This is an optimization exercise on Yosys and OpenROAD, whose aim is small area, a short achievable clock period and few clock cycles, not a production implementation.
Only simulation tests tie the RTL to the original design; equivalence was not proved.

==> v39: inputs <==
// concealment_top
module concealment_top (
    input  logic                     clock,
    input  logic                     reset,
    input  logic                     start,
    input  logic [1:0]               size,
    output logic                     done,
    output logic                     pix_cyc,
    output logic                     pix_stb,
    output logic                     pix_we,
    output logic [16-1:0] pix_adr,
    output logic [8-1:0]      pix_dat_w,
    input  logic                     pix_ack,
    input  logic [8-1:0]      pix_dat_r,
    output logic                     flag_cyc,
    output logic                     flag_stb,
    output logic [8-1:0]       flag_adr,
    input  logic                     flag_ack,
    input  logic [16-1:0]       flag_dat
);
clock: 9.0 ns
lec_check: 0
cap_margin: 20
core_margin: 2
core_utilization: 40
slew_margin: 20
standard.sh (not shown) runs the stock make flow with config.mk's settings and CLKGATE_MAP_FILE= SYNTH_SCRIPT=/design/flow/synth_recipe.tcl, a recipe that flattens the netlist after the stock synthesis.
==> flow/flow/run.sh <==
#!/bin/bash
set -euo pipefail
export SETUP_SLACK_MARGIN=6.2
bash standard.sh > standard.log 2>&1
==> v5 (differences from v39) <==
--- a/flow/design.v
+++ b/flow/design.v
@@ -77,10 +77,11 @@
     output logic [8-1:0]       flag_adr,
     input  logic                     flag_ack,
     input  logic [16-1:0]       flag_dat
 );
     localparam logic [2:0] S_IDLE = 3'd0;
+    localparam logic [2:0] S_FLAG = 3'd1;
     localparam logic [2:0] S_SCAN = 3'd2;
     localparam logic [2:0] S_BUS  = 3'd3;
     localparam logic [2:0] S_DONE = 3'd4;
     localparam logic [1:0] PH_A = 2'd0;
     localparam logic [1:0] PH_B = 2'd1;
@@ -90,22 +91,20 @@
     localparam logic [1:0] R_M = 2'd2;
     logic [2:0]  st;
     logic [1:0]  size_q;
     logic [7:0]  line;
     logic [7:0]  fadr_q;     
-    logic        nxt;        
     logic        tp, bp;     
     logic [15:0] segf;       
     logic        cyc_q, we_q, fcyc_q, done_q;
     logic [15:0] adr_q;
     logic        it_v;
     logic [1:0]  it_ph, it_row;
-    logic        it_pm1;     
     logic [7:0]  rc;
     logic        rd_iss;     
-    logic        tag_m, tag_pm, tag_first, tag_last, tag_c1;
-    logic        ptag_m, ptag_pm, ptag_first, ptag_last, ptag_c1;
+    logic        tag_m, tag_pm, tag_first, tag_last;
+    logic        ptag_m, ptag_pm, ptag_first, ptag_last;
     logic        ptag_tb, ptag_ev, ptag_wv;
     logic        proc_v;
     logic [7:0]  din;
     logic [8:0]  cs0, cs1, cs2;
     logic        cs2_ok;
@@ -119,22 +118,22 @@
     logic [9:0]  opnd_q;     
     logic        op_q, fin_q;
     logic [10:0] acc;
     logic [7:0]  pcw;        
     logic        eL, eR;     
-    logic        eK, nL, nR, start1;
+    logic        eK, nL, nR;
     logic [8:0]  mask;
     logic        mask_e1, mask_e2;
     logic [8:0]  avail, sel;
     logic [5:0]  early;
     logic [9:0]  opnd;
     logic [10:0] acc_sum;
     logic        fin_now, op_now;
     logic [1:0]  wa, wb, wd, we_, wf;
     assign eK = !tp || !bp;
-    assign nL  = start1 ? (rc == 8'd1) : (fin_now ? 1'b0 : eL);
-    assign nR  = start1 ? 1'b0 : (fin_now ? (pcw == 8'd253) : eR);
+    assign nL  = fin_now ? 1'b0 : eL;
+    assign nR  = fin_now ? (pcw == 8'd253) : eR;
     assign wa  = nL ? 2'd0 : ((eK && nR) ? 2'd2 : 2'd1);
     assign wb  = 2'd1 + 2'(eK || nL || nR) + 2'(eK && (nL || nR));
     assign wd  = nR ? 2'd0 : ((eK && nL) ? 2'd2 : 2'd1);
     assign we_ = nL ? 2'd0 : (2'd1 + 2'(eK || nR) + 2'(eK && nR));
     assign wf  = nR ? 2'd0 : (2'd1 + 2'(eK || nL) + 2'(eK && nL));
@@ -174,13 +173,11 @@
     logic [1:0]  nr;
     logic        it_first, it_last;
     logic        cont;
     logic [7:0]  rc_inc, c0, c0_m1;
     logic [7:0]  line_m1, line_p1, rd_line;
-    logic        slot_free, w_inflight, wreq, rd_guard, rd_hold, rd_ok, rd_go, run_done;
-    logic        srch, init_it, pf_bus, tp_n;
-    logic [1:0]  first_row_n;
+    logic        slot_free, w_inflight, wreq, rd_guard, rd_ok, rd_go, run_done;
     logic        ld_now, start_ops;
     always_comb begin
         first_seg = 4'd0;
         for (int i = 15; i >= 0; i = i - 1) begin
             if (segf[i]) first_seg = 4'(i);
@@ -225,25 +222,19 @@
     assign rd_line = (it_row == R_T) ? line_m1 : (it_row == R_B) ? line_p1 : line;
     assign cont    = (rc[3:0] != 4'd0) || segf[rc[7:4]];
     assign slot_free  = !cyc_q || pix_ack;
     assign w_inflight = cyc_q && we_q;
     assign wreq       = (wpend && !w_inflight) || fin_q;
-    assign rd_guard   = it_first && ops_act && ((early & (early - 6'd1)) != 6'd0);
-    assign rd_hold    = (it_ph == PH_A) && (it_row == R_M) && (ops_act || wpend || fin_q);
-    assign rd_ok      = (st == S_BUS) && it_v && !rd_guard && !rd_hold;
+    assign rd_guard   = (it_ph == PH_M) && it_first && ops_act
+                      && ((early & (early - 6'd1)) != 6'd0);
+    assign rd_ok      = (st == S_BUS) && it_v && !rd_guard;
     assign rd_go      = !wreq && rd_ok;
-    assign run_done   = slot_free && wreq && !it_v && !ops_act && (st == S_BUS);
-    assign srch       = (st == S_BUS) && !it_v && !rd_iss && any_seg && !fcyc_q && !nxt;
-    assign init_it    = ((st == S_SCAN) && !fcyc_q && any_seg) || srch;
-    assign pf_bus     = (st == S_BUS) && !it_v && !rd_iss && !any_seg && !fcyc_q && !nxt && bp;
-    assign tp_n        = nxt ? (line_p1 != 8'd0) : tp;
-    assign first_row_n = tp_n ? R_T : R_B;
+    assign run_done   = pix_ack && w_inflight && !it_v && !ops_act;
     assign ptag_tb   = !ptag_m;
     assign ptag_ev   = ptag_m && ptag_pm;
     assign ptag_wv   = ptag_m && !ptag_pm;
     assign ld_now    = proc_v && ptag_tb;
-    assign start1    = ld_now && ptag_first && ptag_c1;
     assign start_ops = (ld_now && ptag_first && ptag_pm)
                      || (fin_now && pcw == 8'd253);
     always_ff @(posedge clock or negedge reset) begin
         if (!reset) begin
             st      <= S_IDLE;
@@ -284,54 +275,47 @@
                 cs2_ok <= ptag_last;
             end
             if (proc_v && ptag_ev) begin
                 e_ok <= 1'b1;
             end
-            if (flag_ack) begin
-                fcyc_q <= 1'b0;
-                nxt    <= 1'b1;
-            end
             if (pix_ack && w_inflight) begin
                 wpend <= 1'b0;
             end
             if (rd_iss && !nr_valid && it_ph == PH_M && !(cont && rc != 8'd255)) begin
                 it_v <= 1'b0;
             end
             case (st)
                 S_IDLE: begin
-                    wpend <= 1'b0;
-                    nxt   <= 1'b0;
                     if (start) begin
                         fcyc_q <= 1'b1;
+                        st     <= S_FLAG;
+                    end
+                end
+                S_FLAG: begin
+                    if (flag_ack) begin
+                        fcyc_q <= 1'b0;
                         st     <= S_SCAN;
                     end
                 end
                 S_SCAN: begin
+                    wpend   <= 1'b0;
                     ops_act <= 1'b0;
                     e_ok    <= 1'b0;
-                    if (fcyc_q) begin
-                    end else if (nxt) begin
-                        nxt <= 1'b0;
-                        if (any_seg) begin
-                            it_v <= 1'b1;
-                            st   <= S_BUS;
-                        end else if (line_p1 != 8'd239) begin
+                    if (!any_seg) begin
+                        if (!bp) begin
+                            done_q <= 1'b1;
+                            st     <= S_DONE;
+                        end else begin
                             fcyc_q <= 1'b1;
+                            st     <= S_FLAG;
                         end
-                    end else if (any_seg) begin
+                    end else begin
                         it_v <= 1'b1;
                         st   <= S_BUS;
-                    end else if (bp) begin
-                        fcyc_q <= 1'b1;
-                    end else if (!cyc_q) begin
-                        done_q <= 1'b1;
-                        st     <= S_DONE;
                     end
                 end
                 S_BUS: begin
-                    if (srch) it_v <= 1'b1;
-                    if (pf_bus) fcyc_q <= 1'b1;
                     if (run_done) st <= S_SCAN;
                 end
                 default: begin
                     st <= S_IDLE;
                 end
@@ -344,52 +328,48 @@
             adr_q     <= wreq ? {line, pcw} : {rd_line, rc};
             tag_m     <= (it_row == R_M);
             tag_pm    <= (it_ph == PH_M);
             tag_first <= it_first;
             tag_last  <= it_last;
-            tag_c1    <= it_pm1;
         end
         din        <= pix_dat_r;
         ptag_m     <= tag_m;
         ptag_pm    <= tag_pm;
         ptag_first <= tag_first;
         ptag_last  <= tag_last;
-        ptag_c1    <= tag_c1;
         if (st == S_IDLE && start) begin
             size_q <= size;
-            line   <= 8'hff;      
+            line   <= 8'd0;
             fadr_q <= 8'd0;
+            tp     <= 1'b0;
+            bp     <= 1'b1;
         end
-        if (fcyc_q) begin
+        if (st == S_FLAG) begin
             segf <= seg_exp;
         end
-        if (st == S_IDLE) begin
+        if (st == S_SCAN) begin
             acc  <= 11'd0;
             pend <= 9'd0;
-        end
-        if (st == S_SCAN && !fcyc_q) begin
-            if (nxt) begin
-                line <= line_p1;
-                tp   <= (line_p1 != 8'd0);
-                bp   <= (line_p1 != 8'd239);
-                if (!any_seg) fadr_q <= fadr_q + 8'd1;
-            end else if (!any_seg) begin
-                fadr_q <= line_p1;
-            end
-        end
-        if (pf_bus) begin
-            fadr_q <= line_p1;
-        end
-        if (init_it) begin
-            it_row <= first_row_n;
-            it_pm1 <= 1'b0;
-            if (first_seg != 4'd0) begin
-                it_ph <= PH_A;
-                rc    <= c0_m1;
+            pcw  <= c0_m1;
+            eL   <= (first_seg == 4'd0);
+            eR   <= 1'b0;
+            if (!any_seg) begin
+                if (bp) begin
+                    line   <= line_p1;
+                    fadr_q <= line_p1;
+                    tp     <= 1'b1;
+                    bp   <= (line_p1 != 8'd239);
+                end
             end else begin
-                it_ph <= PH_B;
-                rc    <= c0;
+                it_row <= first_row;
+                if (first_seg != 4'd0) begin
+                    it_ph <= PH_A;
+                    rc    <= c0_m1;
+                end else begin
+                    it_ph <= PH_B;
+                    rc    <= c0;
+                end
             end
         end
         if (rd_iss) begin
             if (nr_valid) begin
                 it_row <= nr;
@@ -397,16 +377,14 @@
                 it_row <= first_row;
                 if (it_ph == PH_A) begin
                     it_ph <= PH_B;
                     rc    <= rc_inc;
                 end else if (it_ph == PH_B) begin
-                    it_ph  <= PH_M;
-                    it_pm1 <= 1'b1;
-                    rc     <= rc_inc;
+                    it_ph <= PH_M;
+                    rc    <= rc_inc;
                 end else if (cont && rc != 8'd255) begin
-                    it_pm1 <= 1'b0;
-                    rc     <= rc_inc;
+                    rc <= rc_inc;
                 end else begin
                     segf <= segf & ~seg_done;
                 end
             end
         end
@@ -431,15 +409,10 @@
                 cs1 <= cs2;
             end
         end else if (op_now && ops_act) begin
             pend <= pend & ~sel;
         end
-        if (start1) begin
-            pcw <= rc - 8'd2;
-            eL  <= (rc == 8'd1);
-            eR  <= 1'b0;
-        end
         if (start_ops) begin
             pend   <= mask;
             fin_e1 <= mask_e1;
             fin_e2 <= mask_e2;
         end
CTS_CLUSTER_SIZE = 50   (was default)
==> results.sh <==
export IMPL_die_w_um=161
export IMPL_ctsResizeCount=179
export IMPL_dieHeight_um=161
export IMPL_status="finished clean"
export IMPL_synthSimpleGateAreaFrac_pct=18.0
export IMPL_hold_ws_ns=0.344
export IMPL_seq_area_um2=4450
export IMPL_yosysTopAreaCellShare_pct=21.5
the above is filed under v39

==> results.sh <==
export IMPL_status="finished clean"
export IMPL_via_count=7288
export IMPL_ctsResizeCount=161
export IMPL_die_w_um=156
export IMPL_placed_cell_area_um2=10100
export IMPL_synthSimpleGateAreaFrac_pct=17.7
export IMPL_switching_share_pct=35.4
export IMPL_yosysTopAreaCellShare_pct=22.7
export IMPL_hold_ws_ns=0.342
export IMPL_dieHeight_um=156
export IMPL_seq_area_um2=4320
the above is filed under v5

Testbench counts of v39, summed over its fixed seeds: cycles 697,370.
Testbench counts of v5, summed over its fixed seeds: cycles 709,561.

what the ideal ports hide:
How much do the figures lean on ideal ports? The routed layouts below were timed once more, with nothing changed but the port constraints.
Step 1 assumes that a clkbuf_16 drives the clock port and a buf_2 every other input.
Step 2 adds t to the input delays and takes it off the output delays; t is the mean of the earliest and latest rising clock arrival at the registers after step 1. Input paths then give back, and output paths get back, about the clock's delay inside the block.
Three values: no drivers, after step 1, after step 2; two values: the first two.
run	shift t [ns]	slack for setup (ns)	clock arrival spread, ns	worst data-port slew with drivers (ns)
v39	0.477	6.133 / 6.084 / 5.796	0.015 / 0.015	0.05
v5	0.472	6.144 / 6.096 / 5.834	0.016 / 0.016	0.05
After both steps setup and hold are still met in every run listed. The setup slack of v39, which loses most, moves by -0.049 ns with the drivers and by -0.337 ns with both steps.
